This is an optimization exercise on Yosys and OpenROAD, whose aim is small area, not a production implementation. RTL that was checked went through simulation tests only; none was proved equivalent to the original. For run 5, only the layout was checked, not whether the RTL still works. Power and IR drop assume default switching activity.

==> design/flow/design.v <==
`timescale 1ns/1ps
module random_map_writer (
    input  logic        clk,
    input  logic        rst,
    input  logic        start,
    input  logic [15:0] seed,
    input  logic [4:0]  density,
    input  logic [4:0]  rd_x,
    input  logic [4:0]  rd_y,
    output logic        rd_occ,
    output logic        busy,
    output logic        done,
    output logic [9:0]  occ_count
);
    logic [9:0]  idx;
    logic [15:0] lfsr;
    logic [4:0]  dcur, dprev;
    logic        start_accept, cell_bit, row_start, seed_zero;
    logic [15:0] cp0;
    logic [15:0] cp1;
    logic [15:0] cp2;
    logic [15:0] cp3;
    logic [15:0] cp4;
    logic [15:0] cp5;
    logic [15:0] pend;   
    assign start_accept = !busy && !done && start;
    assign cell_bit     = dcur[4] || (lfsr[3:0] < dcur[3:0]);
    assign row_start    = (idx[4:0] == 5'd0) && (idx[6:5] == '0);
    assign seed_zero    = (seed == 16'h0000);
    always_ff @(posedge clk) begin
        if (rst) begin
            busy      <= 1'b0;
            done      <= 1'b0;
            idx       <= '0;
            dcur      <= '0;
            dprev     <= '0;
            occ_count <= '0;
        end else if (start_accept) begin
            busy      <= 1'b1;
            idx       <= '0;
            dprev     <= dcur;
            dcur      <= (density > 5'd16) ? 5'd16 : density;
            occ_count <= '0;
        end else if (busy) begin
            idx       <= idx + 1'b1;
            occ_count <= occ_count + 10'(cell_bit);
            if (idx == 10'd767) begin
                busy <= 1'b0;
                done <= 1'b1;
            end
        end else begin
            done <= 1'b0;
        end
    end
    always_ff @(posedge clk) begin
        if (busy)
            lfsr <= {lfsr[14:0], lfsr[15] ^ lfsr[13] ^ lfsr[12] ^ lfsr[10]};
        else
            lfsr <= seed | (seed_zero ? 16'hACE1 : 16'h0000);
    end
    logic [4:0] prow;
    logic [9:0] idxm1;
    assign idxm1 = idx - 1'b1;
    assign prow  = idxm1[9:5] / 5'd4;
    always_ff @(posedge clk) begin
        if (busy && row_start)
            pend <= lfsr;
        if ((busy && row_start) || done) begin
            case (prow)
                0: cp0 <= pend;
                1: cp1 <= pend;
                2: cp2 <= pend;
                3: cp3 <= pend;
                4: cp4 <= pend;
                5: cp5 <= pend;
                default: ;
            endcase
        end
    end
    logic [9:0]  k;
    logic        valid, cur, use_pend;
    logic [4:0]  rrow, ohi;
    logic [15:0] base;
    assign k        = {rd_y, rd_x};
    assign valid    = !(rd_y[4] && rd_y[3]);
    assign cur      = k < idx;
    assign rrow     = rd_y / 5'd4;
    assign ohi      = rd_y % 5'd4;
    assign use_pend = (rrow == prow) &&
                      ((idx[6:0] == '0) || ({ohi[1:0], rd_x} < idx[6:0]));
    always_comb begin
        case (rrow)
            0: base = cp0;
            1: base = cp1;
            2: base = cp2;
            3: base = cp3;
            4: base = cp4;
            5: base = cp5;
            default: base = cp5;
        endcase
        if (use_pend) base = pend;
    end
    logic [15:0] v0;
    logic [15:0] v0_j64;
    assign v0_j64[0] = base[0] ^ base[1] ^ base[3] ^ base[4] ^ base[5] ^ base[10] ^ base[13] ^ base[15];
    assign v0_j64[1] = base[0] ^ base[1] ^ base[2] ^ base[4] ^ base[5] ^ base[6] ^ base[13];
    assign v0_j64[2] = base[1] ^ base[2] ^ base[3] ^ base[5] ^ base[6] ^ base[7] ^ base[14];
    assign v0_j64[3] = base[2] ^ base[3] ^ base[4] ^ base[6] ^ base[7] ^ base[8] ^ base[15];
    assign v0_j64[4] = base[0] ^ base[3] ^ base[4] ^ base[5] ^ base[7] ^ base[8] ^ base[9] ^ base[11] ^ base[13] ^ base[14];
    assign v0_j64[5] = base[1] ^ base[4] ^ base[5] ^ base[6] ^ base[8] ^ base[9] ^ base[10] ^ base[12] ^ base[14] ^ base[15];
    assign v0_j64[6] = base[0] ^ base[2] ^ base[5] ^ base[6] ^ base[7] ^ base[9] ^ base[10] ^ base[14] ^ base[15];
    assign v0_j64[7] = base[0] ^ base[1] ^ base[3] ^ base[6] ^ base[7] ^ base[8] ^ base[10] ^ base[13] ^ base[14] ^ base[15];
    assign v0_j64[8] = base[0] ^ base[1] ^ base[2] ^ base[4] ^ base[7] ^ base[8] ^ base[9] ^ base[13] ^ base[15];
    assign v0_j64[9] = base[0] ^ base[1] ^ base[2] ^ base[3] ^ base[5] ^ base[8] ^ base[9] ^ base[10] ^ base[11] ^ base[13];
    assign v0_j64[10] = base[1] ^ base[2] ^ base[3] ^ base[4] ^ base[6] ^ base[9] ^ base[10] ^ base[11] ^ base[12] ^ base[14];
    assign v0_j64[11] = base[2] ^ base[3] ^ base[4] ^ base[5] ^ base[7] ^ base[10] ^ base[11] ^ base[12] ^ base[13] ^ base[15];
    assign v0_j64[12] = base[0] ^ base[3] ^ base[4] ^ base[5] ^ base[6] ^ base[8] ^ base[12];
    assign v0_j64[13] = base[1] ^ base[4] ^ base[5] ^ base[6] ^ base[7] ^ base[9] ^ base[13];
    assign v0_j64[14] = base[2] ^ base[5] ^ base[6] ^ base[7] ^ base[8] ^ base[10] ^ base[14];
    assign v0_j64[15] = base[3] ^ base[6] ^ base[7] ^ base[8] ^ base[9] ^ base[11] ^ base[15];
    always_comb begin
        case ({ohi[1]})
            1'd0: v0 = base;
            1'd1: v0 = v0_j64;
            default: v0 = base;
        endcase
    end
    logic [15:0] v1;
    logic [15:0] v1_j32;
    assign v1_j32[0] = v0[0] ^ v0[1] ^ v0[3] ^ v0[4] ^ v0[5] ^ v0[6] ^ v0[8] ^ v0[9] ^ v0[12];
    assign v1_j32[1] = v0[1] ^ v0[2] ^ v0[4] ^ v0[5] ^ v0[6] ^ v0[7] ^ v0[9] ^ v0[10] ^ v0[13];
    assign v1_j32[2] = v0[2] ^ v0[3] ^ v0[5] ^ v0[6] ^ v0[7] ^ v0[8] ^ v0[10] ^ v0[11] ^ v0[14];
    assign v1_j32[3] = v0[3] ^ v0[4] ^ v0[6] ^ v0[7] ^ v0[8] ^ v0[9] ^ v0[11] ^ v0[12] ^ v0[15];
    assign v1_j32[4] = v0[0] ^ v0[4] ^ v0[5] ^ v0[7] ^ v0[8] ^ v0[9] ^ v0[10] ^ v0[11] ^ v0[12] ^ v0[14];
    assign v1_j32[5] = v0[1] ^ v0[5] ^ v0[6] ^ v0[8] ^ v0[9] ^ v0[10] ^ v0[11] ^ v0[12] ^ v0[13] ^ v0[15];
    assign v1_j32[6] = v0[0] ^ v0[2] ^ v0[6] ^ v0[7] ^ v0[9] ^ v0[10] ^ v0[12];
    assign v1_j32[7] = v0[1] ^ v0[3] ^ v0[7] ^ v0[8] ^ v0[10] ^ v0[11] ^ v0[13];
    assign v1_j32[8] = v0[2] ^ v0[4] ^ v0[8] ^ v0[9] ^ v0[11] ^ v0[12] ^ v0[14];
    assign v1_j32[9] = v0[3] ^ v0[5] ^ v0[9] ^ v0[10] ^ v0[12] ^ v0[13] ^ v0[15];
    assign v1_j32[10] = v0[0] ^ v0[4] ^ v0[6] ^ v0[10];
    assign v1_j32[11] = v0[1] ^ v0[5] ^ v0[7] ^ v0[11];
    assign v1_j32[12] = v0[2] ^ v0[6] ^ v0[8] ^ v0[12];
    assign v1_j32[13] = v0[3] ^ v0[7] ^ v0[9] ^ v0[13];
    assign v1_j32[14] = v0[4] ^ v0[8] ^ v0[10] ^ v0[14];
    assign v1_j32[15] = v0[5] ^ v0[9] ^ v0[11] ^ v0[15];
    always_comb begin
        case ({ohi[0]})
            1'd0: v1 = v0;
            1'd1: v1 = v1_j32;
            default: v1 = v0;
        endcase
    end
    logic [15:0] pv;
    logic [4:0]  pohi, px;
    logic        psel, pen;
    always_ff @(posedge clk) begin
        pv   <= v1;
        pohi <= ohi;
        px   <= rd_x;
        psel <= cur && !start_accept;
        pen  <= valid && !rst;
    end
    logic [34:0] wv;   
    assign wv[0] = pv[3];
    assign wv[1] = pv[2];
    assign wv[2] = pv[1];
    assign wv[3] = pv[0];
    assign wv[4] = pv[10] ^ pv[12] ^ pv[13] ^ pv[15];
    assign wv[5] = pv[9] ^ pv[11] ^ pv[12] ^ pv[14];
    assign wv[6] = pv[8] ^ pv[10] ^ pv[11] ^ pv[13];
    assign wv[7] = pv[7] ^ pv[9] ^ pv[10] ^ pv[12];
    assign wv[8] = pv[6] ^ pv[8] ^ pv[9] ^ pv[11];
    assign wv[9] = pv[5] ^ pv[7] ^ pv[8] ^ pv[10];
    assign wv[10] = pv[4] ^ pv[6] ^ pv[7] ^ pv[9];
    assign wv[11] = pv[3] ^ pv[5] ^ pv[6] ^ pv[8];
    assign wv[12] = pv[2] ^ pv[4] ^ pv[5] ^ pv[7];
    assign wv[13] = pv[1] ^ pv[3] ^ pv[4] ^ pv[6];
    assign wv[14] = pv[0] ^ pv[2] ^ pv[3] ^ pv[5];
    assign wv[15] = pv[1] ^ pv[2] ^ pv[4] ^ pv[10] ^ pv[12] ^ pv[13] ^ pv[15];
    assign wv[16] = pv[0] ^ pv[1] ^ pv[3] ^ pv[9] ^ pv[11] ^ pv[12] ^ pv[14];
    assign wv[17] = pv[0] ^ pv[2] ^ pv[8] ^ pv[11] ^ pv[12] ^ pv[15];
    assign wv[18] = pv[1] ^ pv[7] ^ pv[11] ^ pv[12] ^ pv[13] ^ pv[14] ^ pv[15];
    assign wv[19] = pv[0] ^ pv[6] ^ pv[10] ^ pv[11] ^ pv[12] ^ pv[13] ^ pv[14];
    assign wv[20] = pv[5] ^ pv[9] ^ pv[11] ^ pv[15];
    assign wv[21] = pv[4] ^ pv[8] ^ pv[10] ^ pv[14];
    assign wv[22] = pv[3] ^ pv[7] ^ pv[9] ^ pv[13];
    assign wv[23] = pv[2] ^ pv[6] ^ pv[8] ^ pv[12];
    assign wv[24] = pv[1] ^ pv[5] ^ pv[7] ^ pv[11];
    assign wv[25] = pv[0] ^ pv[4] ^ pv[6] ^ pv[10];
    assign wv[26] = pv[3] ^ pv[5] ^ pv[9] ^ pv[10] ^ pv[12] ^ pv[13] ^ pv[15];
    assign wv[27] = pv[2] ^ pv[4] ^ pv[8] ^ pv[9] ^ pv[11] ^ pv[12] ^ pv[14];
    assign wv[28] = pv[1] ^ pv[3] ^ pv[7] ^ pv[8] ^ pv[10] ^ pv[11] ^ pv[13];
    assign wv[29] = pv[0] ^ pv[2] ^ pv[6] ^ pv[7] ^ pv[9] ^ pv[10] ^ pv[12];
    assign wv[30] = pv[1] ^ pv[5] ^ pv[6] ^ pv[8] ^ pv[9] ^ pv[10] ^ pv[11] ^ pv[12] ^ pv[13] ^ pv[15];
    assign wv[31] = pv[0] ^ pv[4] ^ pv[5] ^ pv[7] ^ pv[8] ^ pv[9] ^ pv[10] ^ pv[11] ^ pv[12] ^ pv[14];
    assign wv[32] = pv[3] ^ pv[4] ^ pv[6] ^ pv[7] ^ pv[8] ^ pv[9] ^ pv[11] ^ pv[12] ^ pv[15];
    assign wv[33] = pv[2] ^ pv[3] ^ pv[5] ^ pv[6] ^ pv[7] ^ pv[8] ^ pv[10] ^ pv[11] ^ pv[14];
    assign wv[34] = pv[1] ^ pv[2] ^ pv[4] ^ pv[5] ^ pv[6] ^ pv[7] ^ pv[9] ^ pv[10] ^ pv[13];
    logic [34:0] ws;
    assign ws = wv >> px;
    logic [3:0] nib;
    assign nib = {ws[0], ws[1], ws[2], ws[3]};
    logic [4:0] pd;
    assign pd = psel ? dcur : dprev;
    logic [3:0] lt;
    assign lt[0] = pd[0] & ~nib[0];
    assign lt[1] = pd[1] ? (~nib[1] | lt[0]) : (~nib[1] & lt[0]);
    assign lt[2] = pd[2] ? (~nib[2] | lt[1]) : (~nib[2] & lt[1]);
    assign lt[3] = pd[3] ? (~nib[3] | lt[2]) : (~nib[3] & lt[2]);
    assign rd_occ = pen && (pd[4] || lt[3]);
endmodule
==> design/flow/flow/run.sh <==
#!/bin/bash
# The standard layout, with one change: every port still gets its own
# buffer, but a plain buf_2 instead of the delay buffer that buffer_ports
# picks by default (that cell adds about 0.5 ns to each input and output path).
set -euo pipefail
export BUFFER_PORTS_ARGS="-buffer_cell sky130_fd_sc_hd__buf_2"
bash standard.sh > standard.log 2>&1
==> design/flow/standard.sh <==
#!/bin/bash
# synth_recipe.tcl (not shown) runs the flow's synth.tcl, then flattens the netlist and writes it again
# the make line also repeats each setting of config.mk as NAME=value (left out here)
make -C /OpenROAD-flow-scripts/flow DESIGN_CONFIG=/design/flow/config.mk WORK_HOME=/design/flow/orfs CLKGATE_MAP_FILE= SYNTH_SCRIPT=/design/flow/synth_recipe.tcl "${@:-finish}"
==> design/flow/config.mk <==
export PLATFORM = sky130hd
export DESIGN_NAME = random_map_writer
export DESIGN_NICKNAME = random_map_writer
export VERILOG_FILES = /design/flow/design.v
export SDC_FILE = /design/flow/constraint.sdc
export NUM_CORES = 4
export LEC_CHECK = 0
export CAP_MARGIN = 20
export CORE_MARGIN = 2
export CORE_UTILIZATION = 40
export CTS_BUF_LIST = sky130_fd_sc_hd__clkbuf_8
export CTS_CLUSTER_DIAMETER = 60
export CTS_CLUSTER_SIZE = 20
export GPL_TIMING_DRIVEN = 0
export SLEW_MARGIN = 20
==> design/flow/constraint.sdc <==
create_clock -name core_clock -period 5.0 [get_ports {clk}]
set_input_delay 1.0000 -clock core_clock [delete_from_list [all_inputs] [get_ports {clk}]]
set_output_delay 1.0000 -clock core_clock [all_outputs]
set_load 0.01 [all_outputs]
==> reports/results.ini, run 1 <==
[status]
status = complete, no violations

[clocking]
cts_root_buffer = clkbuf_8
clock-sinks = 183
htree_levels = 4
ctsHoldBuffers = 0
numCtsBuffers = 17
clkLatencyLatePin_ns = 0.47
cts_buffer_depth = 2
cts_tree = yes
clkTransAtPathRegs_ns = 0.10

[detailed_routing]
wirelength_mm = 28.5
route.detailed.drc = 0
avgRoutedWirePerCell_um = 18.6
ant_nets = 0
dr.pass1.iters = 5
dr_total_vias = 8131
drt_iter0_drc = 495
vias_per_cell = 5.29

[setup_path]
critPathLaunch = pv[8]$_DFF_P_
cpPeakStageDelay_ns = 0.46
crit_family = XOR/XNOR gates
critPathRequiredTime_ns = 4.00
worstReg2RegStart = idx[0]$_SDFFE_PP0P_
critPathMaxFanout = 5
rrSetupSlack_ns = 0.61
worst-path-buf-inv = 1
critical_path.cell_chain = xor2_4 -> xnor2_1 -> xnor2_1 -> xnor2_1 -> mux2_2 -> mux4_2 -> nand2_1 -> nand2_1 -> o21a_1 -> maj3_1 -> maj3_1 -> nor2_1 -> o21a_1 -> buf_2
arrival_ns = 3.89
path_common_cell = xnor2_1
cp_slowest_cell = mux4_2
start_kind = register
path_class = register to primary output
endpoint_kind = primary output

[final_layout]
diodes = 0
syn_to_final_growth_pct = 12.5
final_cell_mix = 181 x xnor2_1, 112 x edfxtp_1, 89 x nor2_1, 72 x nand2_1, 70 x xor2_1
final_common_cell = xnor2_1
drive_above_1_share_pct = 16.7
final_nets = 1196
final_core_util_pct = 46.0
fillers = 2631
design_area_um2 = 12800

[synthesis]
synthDistinctLibCells = 77
synthAdderAreaFrac_pct = 1.93
syn-cell-area_um2 = 11400
synthSimpleGateAreaFrac_pct = 9.96
yosysTopAreaCell = edfxtp_1
synth_top_family_by_area = XOR/XNOR gates
synth_flop_cell = edfxtp_1
synth_seq_cells = 183
synth_compound_area_share_pct = 10.4
synthesis.nets = 1127
synthMuxAreaShare_pct = 7.81
yosysWarnings = 1
synth_xor_area_share_pct = 24.3
synthTopCellsByArea = edfxtp_1 29%, xnor2_1 15%, dfxtp_1 12%
async_reset_ff_share_pct = 0
syn_inst = 1077
synth_edf_count = 112
avgSynthCellArea_um2 = 10.6
synth_top_area_share_pct = 29.5
synth.yosys.seq_area_share_pct = 41.9

[timing]
worstMarginPinSlew_ns = 0.974
holdWs_ns = 0.440
finalWorstSetupSlack_ns = 0.112
rsz0062_at_grt = yes
setup_violations = 0
fin_crit_sh_pct = 97.8
maxSlewViolCount = 0
fmax_mhz = 205
fin_setup_tns_ns = 0
finClkSkew_ns = 0.0231
slew_headroom_pct = 35.1
post-route-min-period_ns = 4.89
hold_viol = 0

[run]
cap_viol_max_count = 0

[grt]
gr-total-overflow = 0
grt_pass1_vias = 8112
antenna_found_initial = 1
grt_pass1_wl_mm = 45.7
grt_usage_pct = 19.4
grt_max_degree = 20

[floorplan]
die_w_um = 173
dieArea_um2 = 29900
ios = 47
rows = 61
core_um2 = 27900
die_y_um = 173
start_util_pct = 40.9

[placed_design]
place_ws_ns = -0.550
portBuffers = 46
placed_cell_area_um2 = 12200
finalWeightedCongestion = 0.927
hpwl_mm = 21.5

[min_path]
hold_class = register to register
hold_start = lfsr[7]$_DFF_P_

[power_and_ir_drop]
p_leak_nw = 4.59
ir_worst_vdd_mv = 0.346
power_density_nw_per_um2 = 638

-- path summary, 6_finish.rpt --
kind                                     endpoint  depth (start not counted)
worst max-delay path                       rd_occ                         14
worst max register to register      pv[0]$_DFF_P_                         16
worst min register to register  pend[7]$_DFFE_PP_                          0
worst min-delay path            pend[7]$_DFFE_PP_                          0
-- state kept, by name, indices dropped and copies added, names as in the netlist, 16 cells and up --
name  count
cp0      16
cp1      16
cp2      16
cp3      16
cp4      16
cp5      16
lfsr     16
pend     16
pv       16
-- what timing repair did --
| action | CTS | global route |
|---|---|---|
| buffers inserted | 2 | 0 |
| endpoints found under the setup margin | 5 | 9 |
| gates resized for setup | 17 | 27 |
| pin swaps | 1 | 2 |
-- power by group --
part / leakage [nW] / switching [mW] / total [mW] / internal (mW)
clock: 0.206 / 0.612 / 1.01 / 0.394
combinational: 2.78 / 2.65 / 5.21 / 2.56
sequential: 1.60 / 0.228 / 1.98 / 1.75
-- per-stage QoR --
step,power (mW),instances
floorplan,5.95,1077
CTS,8.07,1539
detailed placement,6.92,1511
global route,8.74,1537
finish,8.19,1537
global placement,6.91,1501
-- cells by family (layout without fill, tap and decap cells) --
kind of cell               Yosys count  count (layout)
AOI/OAI and AO/OA                  172             172
xor gates and xnor gates           285             285
muxes                               73              73
buffers and inverters               99             181
DFF                                183             183
and+or+nand+nor                    247             247
adders and majority gates           18              18
-- routing by layer --
metal	global-route usage (%)	vias up	wire length (um)	share of wire, %
li1	-	3919	-	-
met1	27.1	3975	13400	47
met2	31.9	217	13600	47
met3	2.75	18	1270	4.4
met4	4.31	2	304	1.1
met5	0	-	8	0.028
-- cell usage after synthesis (5+ instances only) --
| cell type | n |
|---|---|
| xnor2_1 | 190 |
| edfxtp_1 | 112 |
| nor2_1 | 90 |
| xor2_1 | 74 |
| nand2_1 | 72 |
| dfxtp_1 | 71 |
| a21oi_1 | 52 |
| mux2i_1 | 44 |
| clkbuf_1 | 41 |
| inv_1 | 30 |
| o21ai_0 | 24 |
| a211oi_1 | 21 |
| mux2_2 | 18 |
| ha_1 | 16 |
| nor3_1 | 16 |
| xnor3_1 | 14 |
| buf_2 | 13 |
| mux4_2 | 11 |
| and2_1 | 10 |
| nand3_1 | 10 |
| a31oi_1 | 9 |
| nand2b_1 | 9 |
| nand4_1 | 9 |
| buf_1 | 8 |
| a221o_1 | 7 |
| nand3b_1 | 6 |
| nor4_1 | 6 |
| o211ai_1 | 5 |
-- cell type report --
type	count	area, um^2	area share [%]
clock buffer	18	248	1.93
multi-input combinational	795	6440	50.1
inverter	31	116	0.907
clock inverter	14	149	1.16
tap	378	473	3.68
timing repair buffer	58	329	2.56
buffer	60	282	2.19
sequential	183	4800	37.4
==> run 2, diff against run 1 <==
--- a/design/flow/config.mk
+++ b/design/flow/config.mk
@@ -9,7 +9,6 @@
 export CORE_MARGIN = 2
 export CORE_UTILIZATION = 40
 export CTS_BUF_LIST = sky130_fd_sc_hd__clkbuf_8
-export CTS_CLUSTER_DIAMETER = 60
-export CTS_CLUSTER_SIZE = 20
 export GPL_TIMING_DRIVEN = 0
+export PLACE_DENSITY = 0.8
 export SLEW_MARGIN = 20
==> run 2 against run 1 <==
Hold slack worse by 0.0014 ns. Non-clock buffer count down 1. Clock power about the same. Setup slack better by 0.025 ns. Critical path depth unchanged. Total power up 0.69%. Still clean on timing, DRC and antenna. Die area unchanged. Maximum frequency up 0.52%. Final area down 0.12%. Wire length down 0.65%.
==> reports/results.ini, run 2 <==
[detailed_routing]
route.detailed.drc = 0  ; unchanged
avgRoutedWirePerCell_um = 18.5  ; was 18.6 um
wirelength_mm = 28.4  ; was 28.5 mm
ant_nets = 0  ; unchanged
dr.pass1.iters = 5  ; unchanged
dr_total_vias = 8375  ; was 8,131
drt_iter0_drc = 764  ; was 495
vias_per_cell = 5.45  ; was 5.29

[synthesis]
synth.most_common_cell = xnor2_1  ; unchanged
yosysTopAreaCell = edfxtp_1  ; unchanged
synth_edf_count = 112  ; unchanged
synth_common_cells = 190 x xnor2_1, 112 x edfxtp_1, 90 x nor2_1  ; unchanged
synth.yosys.seq_area_share_pct = 41.9  ; unchanged
avgSynthCellArea_um2 = 10.6  ; unchanged
synth_flop_cell = edfxtp_1  ; unchanged
synthTopCellsByArea = edfxtp_1 29%, xnor2_1 15%, dfxtp_1 12%  ; unchanged
syn-cell-area_um2 = 11400  ; unchanged
synth_seq_cells = 183  ; unchanged
syn_inst = 1077  ; unchanged
synthDistinctLibCells = 77  ; unchanged
synthesis.nets = 1127  ; unchanged
yosysWarnings = 1  ; unchanged
async_reset_ff_share_pct = 0  ; unchanged
synth_top_area_share_pct = 29.5  ; unchanged

[clocking]
numCtsBuffers = 17  ; unchanged
clkTransAtPathRegs_ns = 0.10  ; about the same
ctsHoldBuffers = 0  ; unchanged
htree_levels = 4  ; unchanged
cts_tree = yes  ; unchanged
cts_root_buffer = clkbuf_8  ; unchanged
clkLatencyLatePin_ns = 0.49  ; was 0.47 ns
cts_buffer_depth = 2  ; unchanged
clock-sinks = 183  ; unchanged

[power_and_ir_drop]
ir_worst_vdd_mv = 0.393  ; was 0.346 mV
p_int_mw = 4.73  ; was 4.70 mW
swShare_pct = 42.6  ; about the same
p_switching_mw = 3.51  ; was 3.49 mW
power_density_nw_per_um2 = 643  ; was 638 nW/um^2
pwr-share-seq_pct = 24.5  ; was 24.1%
p_leak_nw = 4.58  ; was 4.59 nW
total_power_mw = 8.24  ; was 8.19 mW
clkPwrFrac_pct = 12.4  ; was 12.3%
power_frac_comb_pct = 63.2  ; was 63.6%

[final_layout]
drive_above_1_share_pct = 16.6  ; was 16.7%
syn_to_final_growth_pct = 12.3  ; was 12.5%
final_cells = 1536  ; was 1,537
diodes = 0  ; unchanged
multi_input_area_um2 = 6410  ; was 6440 um^2
final_cell_mix = 180 x xnor2_1, 112 x edfxtp_1, 89 x nor2_1, 72 x xor2_1, 72 x nand2_1  ; was 181 x xnor2_1, 112 x edfxtp_1, 89 x nor2_1, 72 x nand2_1, 70 x xor2_1
final_common_cell = xnor2_1  ; unchanged
final_nets = 1195  ; was 1,196
design_area_um2 = 12800  ; about the same
regArea_um2 = 4810  ; was 4800 um^2
fillers = 2602  ; was 2,631

[timing]
rsz0062_at_grt = yes  ; unchanged
worstMarginPinSlew_ns = 0.967  ; was 0.974 ns
finalWorstSetupSlack_ns = 0.137  ; was 0.112 ns
post-route-min-period_ns = 4.86  ; was 4.89 ns
fin_crit_sh_pct = 97.3  ; was 97.8%
holdWs_ns = 0.439  ; was 0.440 ns
fmax_mhz = 206  ; was 205 MHz
maxSlewViolCount = 0  ; unchanged
finClkSkew_ns = 0.0309  ; was 0.0231 ns
slew_headroom_pct = 35.5  ; was 35.1%
setup_violations = 0  ; unchanged
hold_viol = 0  ; unchanged

[setup_path]
cpPeakStageDelay_ns = 0.50  ; was 0.46 ns
critPathMaxFanout = 5  ; unchanged
critical_path.cell_chain = xnor2_4 -> xnor2_2 -> xnor2_1 -> mux2i_1 -> a21oi_1 -> nor2_1 -> o31ai_1 -> a31oi_1 -> or3_1 -> maj3_1 -> maj3_1 -> nor2_1 -> o21a_1 -> buf_2  ; was xor2_4 -> xnor2_1 -> xnor2_1 -> xnor2_1 -> mux2_2 -> mux4_2 -> nand2_1 -> nand2_1 -> o21a_1 -> maj3_1 -> maj3_1 -> nor2_1 -> o21a_1 -> buf_2
arrival_ns = 3.86  ; was 3.89 ns
path_class = register to primary output  ; unchanged
cp_slowest_cell = dfxtp_1  ; was mux4_2
critPathRequiredTime_ns = 4.00  ; about the same
endpoint_kind = primary output  ; unchanged
start_kind = register  ; unchanged

[grt]
grt_pass1_vias = 8353  ; was 8,112
grt_usage_pct = 19.1  ; was 19.4%
antenna_found_initial = 1  ; unchanged
grt_pass1_wl_mm = 45.4  ; was 45.7 mm
grt_max_degree = 20  ; unchanged
gr-total-overflow = 0  ; unchanged

[floorplan]
core_um2 = 27900  ; unchanged
start_util_pct = 40.9  ; unchanged
ios = 47  ; unchanged
die_w_um = 173  ; unchanged
die_y_um = 173  ; unchanged
rows = 61  ; unchanged
dieArea_um2 = 29900  ; unchanged

[status]
status = complete, no violations  ; unchanged

[placed_design]
finalWeightedCongestion = 0.938  ; was 0.927
portBuffers = 46  ; unchanged
hpwl_mm = 21.1  ; was 21.5 mm
placed_cells = 1511  ; unchanged
place_ws_ns = -0.510  ; was -0.550 ns
placed_cell_area_um2 = 12200  ; about the same

[min_path]
hold_class = register to register  ; unchanged

[run]
cap_viol_max_count = 0  ; unchanged

[run 2: area by class of cell]
class | count | share of cell area (%)
Clock buffer | 17 | 1.82
Multi-Input combinational cell | 795 | 50.0
Timing Repair Buffer | 58 | 2.52
Sequential cell | 183 | 37.5
Buffer | 59 | 2.14
Inverter | 31 | 0.908
Tap cell | 378 | 3.69
Clock inverter | 15 | 1.42
[run 2: kinds of logic after synthesis]
kind of cell               Yosys count  synth area share (%)
muxes                               73                  7.81
xor gates and xnor gates           285                  24.3
AOI/OAI and AO/OA                  172                  10.4
and+or+nand+nor                    247                  9.96
buffers and inverters               99                  3.69
DFF                                183                  41.9
adders and majority gates           18                  1.93
[run 2: power groups by stage]
stage | registers, mW | logic [mW] | clock network (mW)
floorplan | 1.84 | 4.11 | 0
global placement | 1.88 | 4.96 | 0
detailed placement | 1.88 | 5.05 | 0
CTS | 1.92 | 5.08 | 1.03
global route | 2.04 | 5.62 | 1.09
finish | 2.02 | 5.21 | 1.02
[run 2: path summary, 6_finish.rpt]
| path | start | endpoint | slack (ns) | depth (start not counted) |
|---|---|---|---|---|
| setup reg to reg | idx[1]$_SDFFE_PP0P_ | pv[0]$_DFF_P_ | 0.26 | 16 |
| setup / recovery | pv[15]$_DFF_P_ | rd_occ | 0.14 | 14 |
| hold / removal | lfsr[8]$_DFF_P_ | pend[8]$_DFFE_PP_ | 0.44 | 0 |
| hold reg to reg | lfsr[8]$_DFF_P_ | pend[8]$_DFFE_PP_ | 0.44 | 0 |
[run 2: timing repair]
item | 4_1_cts | 5_1_grt
endpoints found under the setup margin | 3 | 8
gates cloned | 0 | 0
resized for setup | 10 | 34
hold endpoints to repair | 0 | 0
setup buffers | 2 | 0
pin swaps | 1 | 2
[run 2: per-layer routing]
layer / GRT usage [%] / up-vias / part of all wire, %
li1: - / 3917 / -
met1: 24.3 / 4064 / 42
met2: 32.9 / 342 / 49
met3: 2.86 / 52 / 6.2
met4: 7.17 / 0 / 2.4
met5: 0 / - / 0
[run 2: worst max-delay path, delay by kind of cell, from the launching register on]
family,cells,cell delay (ns)
adders and majority gates,2,0.69
muxes,1,0.18
buffers and inverters,1,0.12
AOI/OAI and AO/OA,4,0.61
xor gates and xnor gates,3,0.73
and+or+nand+nor,3,0.56
DFF,1,0.50
[run 2: metrics by stage]
step           utilization [%]  TNS, ns
6_report                  45.9        0
5_1_grt                   45.9  -0.0744
4_1_cts                   45.4        0
3_5_place_dp              43.7    -3.51
3_3_place_gp              43.4   -14.75
2_1_floorplan                -        0
==> run 3, diff against run 2 <==
--- a/design/flow/config.mk
+++ b/design/flow/config.mk
@@ -10,5 +10,5 @@
 export CORE_UTILIZATION = 40
 export CTS_BUF_LIST = sky130_fd_sc_hd__clkbuf_8
 export GPL_TIMING_DRIVEN = 0
-export PLACE_DENSITY = 0.8
+export PLACE_DENSITY = 0.9
 export SLEW_MARGIN = 20
==> run 3 against run 2 <==
Via count up 3.3%. Setup slack got worse by 0.035 ns. Maximum frequency down 0.72%. Register-to-register slack better by 0.18 ns. Non-clock buffer count unchanged. Clock power fell by 8%. Clock skew shrank 0.0082 ns. Flip-flop and latch count stayed put. Sequential share of layout area up 0.081 points. Wire length is 0.97% higher. Combinational power up 2%. Total power shrank 0.32%.
==> reports/results.ini, run 3 <==
[status]
status = complete, no violations  ; unchanged

[synthesis]
synth_flop_cell = edfxtp_1  ; unchanged
synth.yosys.seq_area_share_pct = 41.9  ; unchanged
syn-cell-area_um2 = 11400  ; unchanged
async_reset_ff_share_pct = 0  ; unchanged
synth.most_common_cell = xnor2_1  ; unchanged
synth_edf_count = 112  ; unchanged
syn_inst = 1077  ; unchanged
synthesis.nets = 1127  ; unchanged
yosysWarnings = 1  ; unchanged
avgSynthCellArea_um2 = 10.6  ; unchanged
synth_top_area_share_pct = 29.5  ; unchanged
synth_common_cells = 190 x xnor2_1, 112 x edfxtp_1, 90 x nor2_1  ; unchanged
synthTopCellsByArea = edfxtp_1 29%, xnor2_1 15%, dfxtp_1 12%  ; unchanged
synth_seq_cells = 183  ; unchanged
synthDistinctLibCells = 77  ; unchanged
yosysTopAreaCell = edfxtp_1  ; unchanged

[clocking]
cts_tree = yes  ; unchanged
htree_levels = 4  ; unchanged
clock-sinks = 183  ; unchanged
clkLatencyLatePin_ns = 0.48  ; was 0.49 ns
clkTransAtPathRegs_ns = 0.10  ; about the same
ctsHoldBuffers = 0  ; unchanged
cts_root_buffer = clkbuf_8  ; unchanged
numCtsBuffers = 17  ; unchanged
cts_buffer_depth = 2  ; unchanged

[detailed_routing]
drt_iter0_drc = 989  ; was 764
dr.pass1.iters = 8  ; was 5
wirelength_mm = 28.6  ; was 28.4 mm
ant_nets = 0  ; unchanged
route.detailed.drc = 0  ; unchanged
avgRoutedWirePerCell_um = 18.6  ; was 18.5 um
dr_total_vias = 8648  ; was 8,375
vias_per_cell = 5.63  ; was 5.45

[power_and_ir_drop]
power_density_nw_per_um2 = 644  ; was 643 nW/um^2
ir_worst_vdd_mv = 0.425  ; was 0.393 mV
p_leak_nw = 4.57  ; was 4.58 nW
total_power_mw = 8.22  ; was 8.24 mW

[final_layout]
final_cell_mix = 180 x xnor2_1, 112 x edfxtp_1, 89 x nor2_1, 72 x nand2_1, 71 x xor2_1  ; was 180 x xnor2_1, 112 x edfxtp_1, 89 x nor2_1, 72 x xor2_1, 72 x nand2_1
final_core_util_pct = 45.7  ; was 45.9%
final_common_cell = xnor2_1  ; unchanged
drive_above_1_share_pct = 16.0  ; was 16.6%
syn_to_final_growth_pct = 11.8  ; was 12.3%
design_area_um2 = 12800  ; about the same
final_nets = 1195  ; unchanged
diodes = 0  ; unchanged
final_cells = 1536  ; unchanged

[floorplan]
core_um2 = 27900  ; unchanged
rows = 61  ; unchanged
ios = 47  ; unchanged
start_util_pct = 40.9  ; unchanged
die_w_um = 173  ; unchanged
dieArea_um2 = 29900  ; unchanged
die_y_um = 173  ; unchanged

[timing]
slew_headroom_pct = 40.1  ; was 35.5%
fmax_mhz = 204  ; was 206 MHz
rsz0062_at_grt = yes  ; unchanged
post-route-min-period_ns = 4.90  ; was 4.86 ns
fin_crit_sh_pct = 98.0  ; was 97.3%
hold_viol = 0  ; unchanged
finClkSkew_ns = 0.0227  ; was 0.0309 ns
setup_violations = 0  ; unchanged
worstMarginPinSlew_ns = 0.896  ; was 0.967 ns
finalWorstSetupSlack_ns = 0.102  ; was 0.137 ns
holdWs_ns = 0.438  ; was 0.439 ns
fin_setup_tns_ns = 0  ; unchanged
maxSlewViolCount = 0  ; unchanged

[placed_design]
finalWeightedCongestion = 0.976  ; was 0.938
place_ws_ns = -0.523  ; was -0.510 ns
portBuffers = 46  ; unchanged
placed_cells = 1510  ; was 1,511
placed_cell_area_um2 = 12200  ; about the same
hpwl_mm = 21.2  ; was 21.1 mm

[setup_path]
path_class = register to primary output  ; unchanged
start_kind = register  ; unchanged
critPathMaxFanout = 7  ; was 5
endpoint_kind = primary output  ; unchanged
critPathRequiredTime_ns = 4.00  ; about the same
arrival_ns = 3.90  ; was 3.86 ns

[grt]
grt_pass1_vias = 8462  ; was 8,353
antenna_found_initial = 0  ; was 1
grt_pass1_wl_mm = 45.0  ; was 45.4 mm
gr-total-overflow = 0  ; unchanged
grt_usage_pct = 18.8  ; was 19.1%
grt_max_degree = 18  ; was 20

[run]
cap_viol_max_count = 0  ; unchanged

[min_path]
hold_class = register to register  ; unchanged

## run 3: where the power goes
group | leakage (nW) | switching [mW] | internal [mW]
Clock | 0.205 | 0.540 | 0.400
Combinational | 2.77 | 2.73 | 2.57
Sequential | 1.60 | 0.240 | 1.74
Total | 4.57 | 3.51 | 4.71
## run 3: repair_timing
| item | 4_1_cts | 5_1_grt |
|---|---|---|
| setup buffers | 2 | 0 |
| pin swaps | 1 | 1 |
| setup endpoints to repair | 4 | 8 |
| resized for setup | 9 | 26 |
## run 3: cell type report
class,instances,area (um^2)
Fill cell,2516,15200
Multi-Input combinational cell,795,6410
Sequential cell,183,4800
Tap cell,378,473
Timing Repair Buffer,57,314
Buffer,60,278
Clock buffer,17,234
Clock inverter,15,130
Inverter,31,116
## run 3: cells by family after synthesis
family                   share of synthesized area [%]
buffers and inverters                             3.69
AO/OA/AOI/OAI                                     10.4
AND/OR/NAND/NOR                                   9.96
adder cells (fa/ha/maj)                           1.93
XOR/XNOR                                          24.3
multiplexers                                      7.81
flip-flops                                        41.9
## run 3: metal layers
layer | track usage [%] | up-vias | wire, um
met1 | 23.6 | 4189 | 11600
met3 | 2.55 | 91 | 1920
li1 | - | 3905 | -
met2 | 32.3 | 463 | 14000
met5 | 0 | - | 0
met4 | 8.47 | 0 | 1070
## run 3: final timing paths
kind | slack [ns] | to | depth (start not counted) | from
worst max-delay path | 0.10 | rd_occ | 15 | pv[3]$_DFF_P_
worst min register to register | 0.44 | pend[5]$_DFFE_PP_ | 0 | lfsr[5]$_DFF_P_
worst max register to register | 0.44 | pv[0]$_DFF_P_ | 16 | idx[0]$_SDFFE_PP0P_
worst min-delay path | 0.44 | pend[5]$_DFFE_PP_ | 0 | lfsr[5]$_DFF_P_
## run 3: critical path: stages (launching register included)
cell and delay (ns):
dfxtp_1 0.31, clkbuf_2 0.21, xnor2_1 0.37, xnor2_1 0.13, xnor2_1 0.26, mux2i_1 0.17
a21oi_1 0.17, nor2_1 0.05, o31ai_1 0.23, a31oi_1 0.10, or3_1 0.41, maj3_1 0.36
maj3_1 0.33, nor2_1 0.09, o21a_1 0.11, buf_2 0.14
==> run 4, diff against run 3 <==
--- a/design/flow/config.mk
+++ b/design/flow/config.mk
@@ -8,7 +8,10 @@
 export CAP_MARGIN = 20
 export CORE_MARGIN = 2
 export CORE_UTILIZATION = 40
-export CTS_BUF_LIST = sky130_fd_sc_hd__clkbuf_8
+export CTS_BUF_LIST = sky130_fd_sc_hd__clkbuf_4 sky130_fd_sc_hd__clkbuf_8
+export CTS_CLUSTER_DIAMETER = 120
+export CTS_CLUSTER_SIZE = 40
 export GPL_TIMING_DRIVEN = 0
-export PLACE_DENSITY = 0.9
 export SLEW_MARGIN = 20
+export SYNTH_HIERARCHICAL = 1
+export SYNTH_MINIMUM_KEEP_SIZE = 0
==> run 4 against run 3 <==
Sequential power is essentially flat. Via count is 6.0% lower. Utilization up 0.30 points. Flip-flop and latch count did not move. Clock power rose by 7%. Critical endpoint unchanged. Largest power group unchanged.
==> reports/results.ini, run 4 <==
[status]
status = complete, no violations  ; unchanged

[final_layout]
final_nets = 1196  ; was 1,195
fillers = 2631  ; was 2,516
drive_above_1_share_pct = 16.7  ; was 16.0%
final_core_util_pct = 46.0  ; was 45.7%
regArea_um2 = 4800  ; about the same
diodes = 0  ; unchanged
final_cell_mix = 181 x xnor2_1, 112 x edfxtp_1, 89 x nor2_1, 72 x nand2_1, 70 x xor2_1  ; was 180 x xnor2_1, 112 x edfxtp_1, 89 x nor2_1, 72 x nand2_1, 71 x xor2_1
final_common_cell = xnor2_1  ; unchanged
syn_to_final_growth_pct = 12.5  ; was 11.8%
multi_input_area_um2 = 6440  ; was 6410 um^2
design_area_um2 = 12800  ; about the same

[setup_path]
cp_slowest_cell = mux4_2  ; was or3_1
path_common_cell = xnor2_1  ; unchanged
arrival_ns = 3.89  ; was 3.90 ns
rrSetupSlack_ns = 0.61  ; was 0.44 ns
critPathMaxFanout = 5  ; was 7
cpPeakStageDelay_ns = 0.46  ; was 0.41 ns
endpoint_kind = primary output  ; unchanged
path_class = register to primary output  ; unchanged
worst-path-buf-inv = 1  ; was 2
critical_path.cell_chain = xor2_4 -> xnor2_1 -> xnor2_1 -> xnor2_1 -> mux2_2 -> mux4_2 -> nand2_1 -> nand2_1 -> o21a_1 -> maj3_1 -> maj3_1 -> nor2_1 -> o21a_1 -> buf_2  ; was clkbuf_2 -> xnor2_1 -> xnor2_1 -> xnor2_1 -> mux2i_1 -> a21oi_1 -> nor2_1 -> o31ai_1 -> a31oi_1 -> or3_1 -> maj3_1 -> maj3_1 -> nor2_1 -> o21a_1 -> buf_2
rr_worst_depth = 16  ; unchanged
critPathLaunch = pv[8]$_DFF_P_  ; was pv[3]$_DFF_P_
worstReg2RegStart = idx[0]$_SDFFE_PP0P_  ; unchanged
start_kind = register  ; unchanged
critPathRequiredTime_ns = 4.00  ; about the same
crit_family = XOR/XNOR gates  ; unchanged
reg2reg_to = pv[0]$_DFF_P_  ; unchanged

[min_path]
hold_start = lfsr[7]$_DFF_P_  ; was lfsr[5]$_DFF_P_
hold_end = pend[7]$_DFFE_PP_  ; was pend[5]$_DFFE_PP_
hold_class = register to register  ; unchanged
whs_path_depth = 0  ; unchanged

[placed_design]
portBuffers = 46  ; unchanged
hpwl_mm = 21.5  ; was 21.2 mm
placed_cell_area_um2 = 12200  ; about the same
place_ws_ns = -0.550  ; was -0.523 ns
finalWeightedCongestion = 0.927  ; was 0.976

[synthesis]
synth.yosys.seq_area_share_pct = 41.9  ; unchanged
synth.most_common_cell = xnor2_1  ; unchanged
yosysTopAreaCell = edfxtp_1  ; unchanged
async_reset_ff_share_pct = 0  ; unchanged
synthDistinctLibCells = 77  ; unchanged
synth_edf_count = 112  ; unchanged
synthTopCellsByArea = edfxtp_1 29%, xnor2_1 15%, dfxtp_1 12%  ; unchanged
avgSynthCellArea_um2 = 10.6  ; unchanged
synth_flop_cell = edfxtp_1  ; unchanged
syn_inst = 1077  ; unchanged
synth_seq_cells = 183  ; unchanged
yosysWarnings = 7  ; was 1
synth_common_cells = 190 x xnor2_1, 112 x edfxtp_1, 90 x nor2_1  ; unchanged
synth_top_area_share_pct = 29.5  ; unchanged
syn-cell-area_um2 = 11400  ; unchanged
synthesis.nets = 1127  ; unchanged

[clocking]
cts_root_buffer = clkbuf_8  ; unchanged
clock-sinks = 183  ; unchanged
htree_levels = 4  ; unchanged
cts_tree = yes  ; unchanged
clkLatencyLatePin_ns = 0.47  ; was 0.48 ns
clkTransAtPathRegs_ns = 0.10  ; about the same
cts_buffer_depth = 2  ; unchanged
ctsHoldBuffers = 0  ; unchanged
numCtsBuffers = 17  ; unchanged

[grt]
grt_max_degree = 20  ; was 18
gr-total-overflow = 0  ; unchanged
grt_pass1_wl_mm = 45.7  ; was 45.0 mm
grt_usage_pct = 19.4  ; was 18.8%
antenna_found_initial = 1  ; was 0
grt_pass1_vias = 8112  ; was 8,462

[floorplan]
ios = 47  ; unchanged
dieArea_um2 = 29900  ; unchanged
core_um2 = 27900  ; unchanged
start_util_pct = 40.9  ; unchanged
rows = 61  ; unchanged
die_y_um = 173  ; unchanged
die_w_um = 173  ; unchanged

[detailed_routing]
dr_total_vias = 8131  ; was 8,648
vias_per_cell = 5.29  ; was 5.63
route.detailed.drc = 0  ; unchanged
wirelength_mm = 28.5  ; was 28.6 mm
dr.pass1.iters = 5  ; was 8
drt_iter0_drc = 495  ; was 989
avgRoutedWirePerCell_um = 18.6  ; about the same
ant_nets = 0  ; unchanged

[power_and_ir_drop]
ir_worst_vdd_mv = 0.346  ; was 0.425 mV
p_leak_nw = 4.59  ; was 4.57 nW
total_power_mw = 8.19  ; was 8.22 mW
power_density_nw_per_um2 = 638  ; was 644 nW/um^2

[timing]
hold_viol = 0  ; unchanged
fin_crit_sh_pct = 97.8  ; was 98.0%
rsz0062_at_grt = yes  ; unchanged
slew_headroom_pct = 35.1  ; was 40.1%
finalWorstSetupSlack_ns = 0.112  ; was 0.102 ns
maxSlewViolCount = 0  ; unchanged
setup_violations = 0  ; unchanged
worstMarginPinSlew_ns = 0.974  ; was 0.896 ns
fin_setup_tns_ns = 0  ; unchanged
fmax_mhz = 205  ; was 204 MHz
post-route-min-period_ns = 4.89  ; was 4.90 ns
finClkSkew_ns = 0.0231  ; was 0.0227 ns

[run]
cap_viol_max_count = 0  ; unchanged

run 4: cell types whose count changed in the layout (fill, tap and decap cells not counted), sizes merged:
cell,before,now
clkinv,3,5
clkbuf,51,53
inv,42,40
bufinv,1,0
run 4: cell type report:
cell class / count / share of cell area, %
buffer: 60 / 2.19
clock buffer: 18 / 1.93
clock inverter: 14 / 1.16
inverter: 31 / 0.907
multi-input combinational: 795 / 50.1
sequential: 183 / 37.4
tap: 378 / 3.68
timing repair buffer: 58 / 2.56
run 4: repair_timing:
item / CTS / global route
hold endpoints to repair: 0 / 0
pin swaps: 1 / 2
setup endpoints to repair: 5 / 9
gates resized for setup: 17 / 27
setup buffers: 2 / 0
run 4: power breakdown:
part	total, mW	switching [mW]	internal, mW
combinational	5.21	2.65	2.56
sequential	1.98	0.228	1.75
clock	1.01	0.612	0.394
run 4: metrics by stage:
stage / hold slack [ns] / cells
detailed placement: 0.416 / 1511
global placement: 0.412 / 1501
CTS: 0.439 / 1539
floorplan: 0.403 / 1077
global route: 0.453 / 1537
finish: 0.440 / 1537
run 4: cell families (layout without fill, tap and decap cells):
kind of cell | count (synthesis) | in the layout | share of synthesized area (%)
AOI/OAI and AO/OA | 172 | 172 | 10.4
xor gates and xnor gates | 285 | 285 | 24.3
adders and majority gates | 18 | 18 | 1.93
buffers and inverters | 99 | 181 | 3.69
DFF | 183 | 183 | 41.9
muxes | 73 | 73 | 7.81
and+or+nand+nor | 247 | 247 | 9.96
run 4: per-layer routing:
layer	vias to the layer above	part of all wire, %	track usage, %
met5	-	0.028	0
met4	2	1.1	4.31
met3	18	4.4	2.75
met2	217	47	31.9
met1	3975	47	27.1
li1	3919	-	-
run 4: how the worst max path moves through the flow:
stage / to / slack [ns] / cells after the start
2_1_floorplan: pv[5]$_DFF_P_ / 0.57 / 14
3_3_place_gp: cp4[14]$_DFFE_PP_ / -1.14 / 7
3_5_place_dp: pv[1]$_DFF_P_ / -0.55 / 14
4_1_cts: rd_occ / 0.0002 / 14
5_1_grt: rd_occ / -0.17 / 14
6_report: rd_occ / 0.11 / 14
==> run 5, diff against run 4 <==
--- a/design/flow/design.v
+++ b/design/flow/design.v
@@ -118,43 +118,54 @@
     assign v0_j64[13] = base[1] ^ base[4] ^ base[5] ^ base[6] ^ base[7] ^ base[9] ^ base[13];
     assign v0_j64[14] = base[2] ^ base[5] ^ base[6] ^ base[7] ^ base[8] ^ base[10] ^ base[14];
     assign v0_j64[15] = base[3] ^ base[6] ^ base[7] ^ base[8] ^ base[9] ^ base[11] ^ base[15];
+    logic [15:0] v0_j32;
+    assign v0_j32[0] = base[0] ^ base[1] ^ base[3] ^ base[4] ^ base[5] ^ base[6] ^ base[8] ^ base[9] ^ base[12];
+    assign v0_j32[1] = base[1] ^ base[2] ^ base[4] ^ base[5] ^ base[6] ^ base[7] ^ base[9] ^ base[10] ^ base[13];
+    assign v0_j32[2] = base[2] ^ base[3] ^ base[5] ^ base[6] ^ base[7] ^ base[8] ^ base[10] ^ base[11] ^ base[14];
+    assign v0_j32[3] = base[3] ^ base[4] ^ base[6] ^ base[7] ^ base[8] ^ base[9] ^ base[11] ^ base[12] ^ base[15];
+    assign v0_j32[4] = base[0] ^ base[4] ^ base[5] ^ base[7] ^ base[8] ^ base[9] ^ base[10] ^ base[11] ^ base[12] ^ base[14];
+    assign v0_j32[5] = base[1] ^ base[5] ^ base[6] ^ base[8] ^ base[9] ^ base[10] ^ base[11] ^ base[12] ^ base[13] ^ base[15];
+    assign v0_j32[6] = base[0] ^ base[2] ^ base[6] ^ base[7] ^ base[9] ^ base[10] ^ base[12];
+    assign v0_j32[7] = base[1] ^ base[3] ^ base[7] ^ base[8] ^ base[10] ^ base[11] ^ base[13];
+    assign v0_j32[8] = base[2] ^ base[4] ^ base[8] ^ base[9] ^ base[11] ^ base[12] ^ base[14];
+    assign v0_j32[9] = base[3] ^ base[5] ^ base[9] ^ base[10] ^ base[12] ^ base[13] ^ base[15];
+    assign v0_j32[10] = base[0] ^ base[4] ^ base[6] ^ base[10];
+    assign v0_j32[11] = base[1] ^ base[5] ^ base[7] ^ base[11];
+    assign v0_j32[12] = base[2] ^ base[6] ^ base[8] ^ base[12];
+    assign v0_j32[13] = base[3] ^ base[7] ^ base[9] ^ base[13];
+    assign v0_j32[14] = base[4] ^ base[8] ^ base[10] ^ base[14];
+    assign v0_j32[15] = base[5] ^ base[9] ^ base[11] ^ base[15];
+    logic [15:0] v0_j96;
+    assign v0_j96[0] = base[0] ^ base[1] ^ base[2] ^ base[3] ^ base[4] ^ base[5] ^ base[6] ^ base[9] ^ base[13] ^ base[14] ^ base[15];
+    assign v0_j96[1] = base[0] ^ base[1] ^ base[2] ^ base[3] ^ base[4] ^ base[5] ^ base[6] ^ base[7] ^ base[10] ^ base[11] ^ base[13] ^ base[15];
+    assign v0_j96[2] = base[0] ^ base[1] ^ base[2] ^ base[3] ^ base[4] ^ base[5] ^ base[6] ^ base[7] ^ base[8] ^ base[12] ^ base[13];
+    assign v0_j96[3] = base[1] ^ base[2] ^ base[3] ^ base[4] ^ base[5] ^ base[6] ^ base[7] ^ base[8] ^ base[9] ^ base[13] ^ base[14];
+    assign v0_j96[4] = base[2] ^ base[3] ^ base[4] ^ base[5] ^ base[6] ^ base[7] ^ base[8] ^ base[9] ^ base[10] ^ base[14] ^ base[15];
+    assign v0_j96[5] = base[0] ^ base[3] ^ base[4] ^ base[5] ^ base[6] ^ base[7] ^ base[8] ^ base[9] ^ base[10] ^ base[13] ^ base[14] ^ base[15];
+    assign v0_j96[6] = base[0] ^ base[1] ^ base[4] ^ base[5] ^ base[6] ^ base[7] ^ base[8] ^ base[9] ^ base[10] ^ base[13] ^ base[15];
+    assign v0_j96[7] = base[0] ^ base[1] ^ base[2] ^ base[5] ^ base[6] ^ base[7] ^ base[8] ^ base[9] ^ base[10] ^ base[13];
+    assign v0_j96[8] = base[1] ^ base[2] ^ base[3] ^ base[6] ^ base[7] ^ base[8] ^ base[9] ^ base[10] ^ base[11] ^ base[14];
+    assign v0_j96[9] = base[2] ^ base[3] ^ base[4] ^ base[7] ^ base[8] ^ base[9] ^ base[10] ^ base[11] ^ base[12] ^ base[15];
+    assign v0_j96[10] = base[0] ^ base[3] ^ base[4] ^ base[5] ^ base[8] ^ base[9] ^ base[10] ^ base[12] ^ base[14];
+    assign v0_j96[11] = base[1] ^ base[4] ^ base[5] ^ base[6] ^ base[9] ^ base[10] ^ base[11] ^ base[13] ^ base[15];
+    assign v0_j96[12] = base[0] ^ base[2] ^ base[5] ^ base[6] ^ base[7] ^ base[10] ^ base[12] ^ base[13];
+    assign v0_j96[13] = base[1] ^ base[3] ^ base[6] ^ base[7] ^ base[8] ^ base[11] ^ base[13] ^ base[14];
+    assign v0_j96[14] = base[2] ^ base[4] ^ base[7] ^ base[8] ^ base[9] ^ base[12] ^ base[14] ^ base[15];
+    assign v0_j96[15] = base[0] ^ base[3] ^ base[5] ^ base[8] ^ base[9] ^ base[10] ^ base[11] ^ base[14] ^ base[15];
     always_comb begin
-        case ({ohi[1]})
-            1'd0: v0 = base;
-            1'd1: v0 = v0_j64;
+        case ({ohi[0], ohi[1]})
+            2'd0: v0 = base;
+            2'd1: v0 = v0_j64;
+            2'd2: v0 = v0_j32;
+            2'd3: v0 = v0_j96;
             default: v0 = base;
-        endcase
-    end
-    logic [15:0] v1;
-    logic [15:0] v1_j32;
-    assign v1_j32[0] = v0[0] ^ v0[1] ^ v0[3] ^ v0[4] ^ v0[5] ^ v0[6] ^ v0[8] ^ v0[9] ^ v0[12];
-    assign v1_j32[1] = v0[1] ^ v0[2] ^ v0[4] ^ v0[5] ^ v0[6] ^ v0[7] ^ v0[9] ^ v0[10] ^ v0[13];
-    assign v1_j32[2] = v0[2] ^ v0[3] ^ v0[5] ^ v0[6] ^ v0[7] ^ v0[8] ^ v0[10] ^ v0[11] ^ v0[14];
-    assign v1_j32[3] = v0[3] ^ v0[4] ^ v0[6] ^ v0[7] ^ v0[8] ^ v0[9] ^ v0[11] ^ v0[12] ^ v0[15];
-    assign v1_j32[4] = v0[0] ^ v0[4] ^ v0[5] ^ v0[7] ^ v0[8] ^ v0[9] ^ v0[10] ^ v0[11] ^ v0[12] ^ v0[14];
-    assign v1_j32[5] = v0[1] ^ v0[5] ^ v0[6] ^ v0[8] ^ v0[9] ^ v0[10] ^ v0[11] ^ v0[12] ^ v0[13] ^ v0[15];
-    assign v1_j32[6] = v0[0] ^ v0[2] ^ v0[6] ^ v0[7] ^ v0[9] ^ v0[10] ^ v0[12];
-    assign v1_j32[7] = v0[1] ^ v0[3] ^ v0[7] ^ v0[8] ^ v0[10] ^ v0[11] ^ v0[13];
-    assign v1_j32[8] = v0[2] ^ v0[4] ^ v0[8] ^ v0[9] ^ v0[11] ^ v0[12] ^ v0[14];
-    assign v1_j32[9] = v0[3] ^ v0[5] ^ v0[9] ^ v0[10] ^ v0[12] ^ v0[13] ^ v0[15];
-    assign v1_j32[10] = v0[0] ^ v0[4] ^ v0[6] ^ v0[10];
-    assign v1_j32[11] = v0[1] ^ v0[5] ^ v0[7] ^ v0[11];
-    assign v1_j32[12] = v0[2] ^ v0[6] ^ v0[8] ^ v0[12];
-    assign v1_j32[13] = v0[3] ^ v0[7] ^ v0[9] ^ v0[13];
-    assign v1_j32[14] = v0[4] ^ v0[8] ^ v0[10] ^ v0[14];
-    assign v1_j32[15] = v0[5] ^ v0[9] ^ v0[11] ^ v0[15];
-    always_comb begin
-        case ({ohi[0]})
-            1'd0: v1 = v0;
-            1'd1: v1 = v1_j32;
-            default: v1 = v0;
         endcase
     end
     logic [15:0] pv;
     logic [4:0]  pohi, px;
     logic        psel, pen;
     always_ff @(posedge clk) begin
-        pv   <= v1;
+        pv   <= v0;
         pohi <= ohi;
         px   <= rd_x;
         psel <= cur && !start_accept;
==> design/flow/config.mk (replaced) <==
export PLATFORM = sky130hd
export DESIGN_NAME = random_map_writer
export DESIGN_NICKNAME = random_map_writer
export VERILOG_FILES = /design/flow/design.v
export SDC_FILE = /design/flow/constraint.sdc
export NUM_CORES = 4
export LEC_CHECK = 0
export CAP_MARGIN = 20
export CORE_MARGIN = 2
export CORE_UTILIZATION = 40
export CTS_BUF_LIST = sky130_fd_sc_hd__clkbuf_8
export GPL_TIMING_DRIVEN = 0
export SLEW_MARGIN = 20
==> run 5 against run 4 <==
Cell count is 5.3% higher. Total power shrank 7.5%. Synthesized cell count up 6.5%. Final area is 3.6% higher. Critical path type unchanged. Largest cell class unchanged.
==> reports/results.ini, run 5 <==
[floorplan]
core_um2 = 29600  ; was 27,900 um^2
ios = 47  ; unchanged
die_y_um = 177  ; was 173 um
die_w_um = 177  ; was 173 um
rows = 63  ; was 61
dieArea_um2 = 31400  ; was 29,900 um^2
start_util_pct = 40.5  ; was 40.9%

[clocking]
ctsHoldBuffers = 0  ; unchanged
postCtsSetupBuffers = 0  ; was 2
numCtsBuffers = 17  ; unchanged
clkTransAtPathRegs_ns = 0.11  ; was 0.10 ns
clkLatencyLatePin_ns = 0.47  ; about the same
clock-sinks = 183  ; unchanged
cts_tree = yes  ; unchanged
cts_buffer_depth = 2  ; unchanged
cts_root_buffer = clkbuf_8  ; unchanged
htree_levels = 4  ; unchanged

[grt]
grt_pass1_wl_mm = 48.7  ; was 45.7 mm
grt_usage_pct = 20.1  ; was 19.4%
gr-total-overflow = 0  ; unchanged
antenna_found_initial = 0  ; was 1
grt_pass1_vias = 8444  ; was 8,112
grt_max_degree = 20  ; unchanged

[min_path]
hold_class = register to register  ; unchanged
hold_end = lfsr[5]$_DFF_P_  ; was pend[7]$_DFFE_PP_
hold_start = lfsr[4]$_DFF_P_  ; was lfsr[7]$_DFF_P_
whs_path_depth = 2  ; was 0

[final_layout]
syn_to_final_growth_pct = 10.8  ; was 12.5%
final_nets = 1265  ; was 1,196
regArea_um2 = 4780  ; was 4800 um^2
multi_input_area_um2 = 6880  ; was 6440 um^2
final_cell_mix = 197 x xnor2_1, 112 x edfxtp_1, 81 x nand2_1, 81 x xor2_1, 76 x nor2_1  ; was 181 x xnor2_1, 112 x edfxtp_1, 89 x nor2_1, 72 x nand2_1, 70 x xor2_1
final_common_cell = xnor2_1  ; unchanged
drive_above_1_share_pct = 16.6  ; was 16.7%
diodes = 0  ; unchanged
fillers = 2860  ; was 2,631

[power_and_ir_drop]
power_density_nw_per_um2 = 569  ; was 638 nW/um^2
total_power_mw = 7.57  ; was 8.19 mW
p_leak_nw = 4.70  ; was 4.59 nW
ir_worst_vdd_mv = 0.377  ; was 0.346 mV

[detailed_routing]
avgRoutedWirePerCell_um = 19.1  ; was 18.6 um
ant_nets = 0  ; unchanged
wirelength_mm = 31.0  ; was 28.5 mm
vias_per_cell = 5.32  ; was 5.29
dr.pass1.iters = 5  ; unchanged
drt_iter0_drc = 703  ; was 495
dr_total_vias = 8602  ; was 8,131
route.detailed.drc = 0  ; unchanged

[synthesis]
synth_edf_count = 112  ; unchanged
synthesis.nets = 1197  ; was 1,127
synthDistinctLibCells = 82  ; was 77
async_reset_ff_share_pct = 0  ; unchanged
syn-cell-area_um2 = 12000  ; was 11,400 um^2
syn_inst = 1147  ; was 1,077
synth.most_common_cell = xnor2_1  ; unchanged
avgSynthCellArea_um2 = 10.5  ; was 10.6 um^2
synth_seq_cells = 183  ; unchanged
synth_top_area_share_pct = 28.0  ; was 29.5%
synthTopCellsByArea = edfxtp_1 28%, xnor2_1 15%, dfxtp_1 12%  ; was edfxtp_1 29%, xnor2_1 15%, dfxtp_1 12%
synth.yosys.seq_area_share_pct = 39.8  ; was 41.9%
yosysWarnings = 1  ; was 7
yosysTopAreaCell = edfxtp_1  ; unchanged
synth_common_cells = 208 x xnor2_1, 112 x edfxtp_1, 82 x xor2_1  ; was 190 x xnor2_1, 112 x edfxtp_1, 90 x nor2_1
synth_flop_cell = edfxtp_1  ; unchanged

[timing]
fin_crit_sh_pct = 94.8  ; was 97.8%
post-route-min-period_ns = 4.74  ; was 4.89 ns
slew_headroom_pct = 40.4  ; was 35.1%
finClkSkew_ns = 0.0237  ; was 0.0231 ns
maxSlewViolCount = 0  ; unchanged
finalWorstSetupSlack_ns = 0.259  ; was 0.112 ns
setup_violations = 0  ; unchanged
hold_viol = 0  ; unchanged
worstMarginPinSlew_ns = 0.869  ; was 0.974 ns
fmax_mhz = 211  ; was 205 MHz

[placed_design]
finalWeightedCongestion = 0.918  ; was 0.927
hpwl_mm = 23.9  ; was 21.5 mm
portBuffers = 46  ; unchanged
place_ws_ns = 0.343  ; was -0.550 ns

[run]
cap_viol_max_count = 0  ; unchanged

[status]
status = complete, no violations  ; unchanged

[setup_path]
arrival_ns = 3.74  ; was 3.89 ns
reg2reg_to = pv[8]$_DFF_P_  ; was pv[0]$_DFF_P_
endpoint_kind = primary output  ; unchanged
path_class = register to primary output  ; unchanged
start_kind = register  ; unchanged
critPathRequiredTime_ns = 4.00  ; about the same
rr_worst_depth = 12  ; was 16
worstReg2RegStart = idx[1]$_SDFFE_PP0P_  ; was idx[0]$_SDFFE_PP0P_
critPathMaxFanout = 4  ; was 5
rrSetupSlack_ns = 1.01  ; was 0.61 ns

run 5: cell count changes in the layout (fill, tap and decap cells not counted), sizes merged, moves of 7 or more:
cell / change
o21ai: +18
nor2: -11
xnor3: -8
xnor2: +15
a211oi: -7
mux2i: +12
a21oi: +12
nand2: +11
and2: -7
xor2: +10
run 5: what timing repair did:
action | CTS | global route
endpoints found under the hold margin | 0 | 0
setup endpoints to repair | 0 | 1
gates resized for setup | 0 | 14
run 5: area by class of cell:
class,count,share of cell area (%)
clock buffer,17,1.76
tap,390,3.67
timing repair buffer,52,2.18
multi-input combinational,862,51.8
sequential,183,36.0
clock inverter,15,1.35
inverter,34,0.960
buffer,65,2.35
run 5: through the flow:
| step | setup TNS [ns] | hold WS, ns | std cells | instance area, um^2 | utilization (%) |
|---|---|---|---|---|---|
| floorplan | 0 | 0.403 | 1147 | 12000 | - |
| global placement | 0 | 0.407 | 1583 | 12700 | 42.9 |
| detailed placement | 0 | 0.419 | 1589 | 12800 | 43.2 |
| CTS | 0 | 0.447 | 1621 | 13200 | 44.6 |
| global route | -0.0285 | 0.457 | 1618 | 13300 | 44.9 |
| finish | 0 | 0.440 | 1618 | 13300 | 44.9 |
run 5: logic make-up after synthesis:
group / Yosys count / share of synthesized area (%)
multiplexers: 91 / 9.88
flip-flops: 183 / 39.8
adder cells (fa/ha/maj): 17 / 1.75
buffers and inverters: 102 / 3.75
AND/OR/NAND/NOR: 250 / 9.85
AO/OA/AOI/OAI: 202 / 11.7
XOR/XNOR: 302 / 23.2
run 5: worst max-delay path, stage by stage (launching register included):
cell and delay (ns):
dfxtp_1 0.32, clkbuf_1 0.21, xnor2_2 0.43, xor2_1 0.36, xnor2_1 0.22, mux2i_1 0.16, mux4_2 0.51, nor2_1 0.14
a21oi_1 0.06, a31oi_1 0.20, maj3_1 0.22, a21oi_1 0.05, o31ai_1 0.23, buf_2 0.16
run 5: per-layer routing:
layer	global-route usage, %	up-vias	part of all wire, %
met5	0	-	0
met4	4.95	0	1.2
met3	2.49	31	3.7
met2	32.8	196	47
met1	28.4	4203	48
li1	-	4172	-
run 5: worst max-delay path by stage:
stage | endpoint | cells past startpoint | startpoint
2_1_floorplan | rd_occ | 12 | pv[12]$_DFF_P_
3_3_place_gp | cp0[12]$_DFFE_PP_ | 7 | idx[0]$_SDFFE_PP0P_
3_5_place_dp | pv[8]$_DFF_P_ | 13 | rd_y[3]
4_1_cts | rd_occ | 13 | pv[12]$_DFF_P_
5_1_grt | rd_occ | 13 | pv[12]$_DFF_P_
6_report | rd_occ | 13 | pv[12]$_DFF_P_
run 5: report_power, final:
group / internal [mW] / total [mW] / leakage (nW) / switching, mW
Clock: 0.425 / 1.04 / 0.205 / 0.610
Combinational: 2.09 / 4.67 / 2.90 / 2.58
Sequential: 1.72 / 1.87 / 1.60 / 0.152
Total: 4.23 / 7.57 / 4.70 / 3.34

-- port drivers added, routing unchanged --
The results above use ideal ports. As a check the final layouts listed here were re-extracted and re-timed, cells and wires unchanged.
Step 1 sets driving cells, clkbuf_16 on the clock port and buf_2 on the other inputs (assumed; they add their load-dependent delay and slew).
Step 2 adds t to the input delays and takes it off the output delays; t is the mean of the earliest and latest rising clock arrival at the registers after step 1. Input paths then give back, and output paths get back, about the clock's delay inside the block.
Three values: ideal, step 1, step 2; two values: the first two.
run | t (ns) | setup slack, ns | worst hold slack (ns) | latest minus earliest clock arrival (ns)
run 1 | 0.502 | 0.112 / 0.066 / -0.269 | 0.440 / 0.440 / 0.440 | 0.025 / 0.026
run 2 | 0.516 | 0.137 / 0.094 / -0.326 | 0.439 / 0.439 / 0.439 | 0.031 / 0.032
run 3 | 0.506 | 0.102 / 0.060 / -0.317 | 0.438 / 0.438 / 0.438 | 0.025 / 0.025
run 4 | 0.502 | 0.112 / 0.066 / -0.269 | 0.440 / 0.440 / 0.440 | 0.025 / 0.026
run 5 | 0.502 | 0.259 / 0.213 / 0.257 | 0.440 / 0.440 / 0.440 | 0.025 / 0.024
With both steps, setup timing fails in run 1, run 2, run 3 and run 4, where it was met with ideal ports. The setup slack of run 2, which loses most, moves by -0.043 ns with the drivers and by -0.463 ns with both steps.
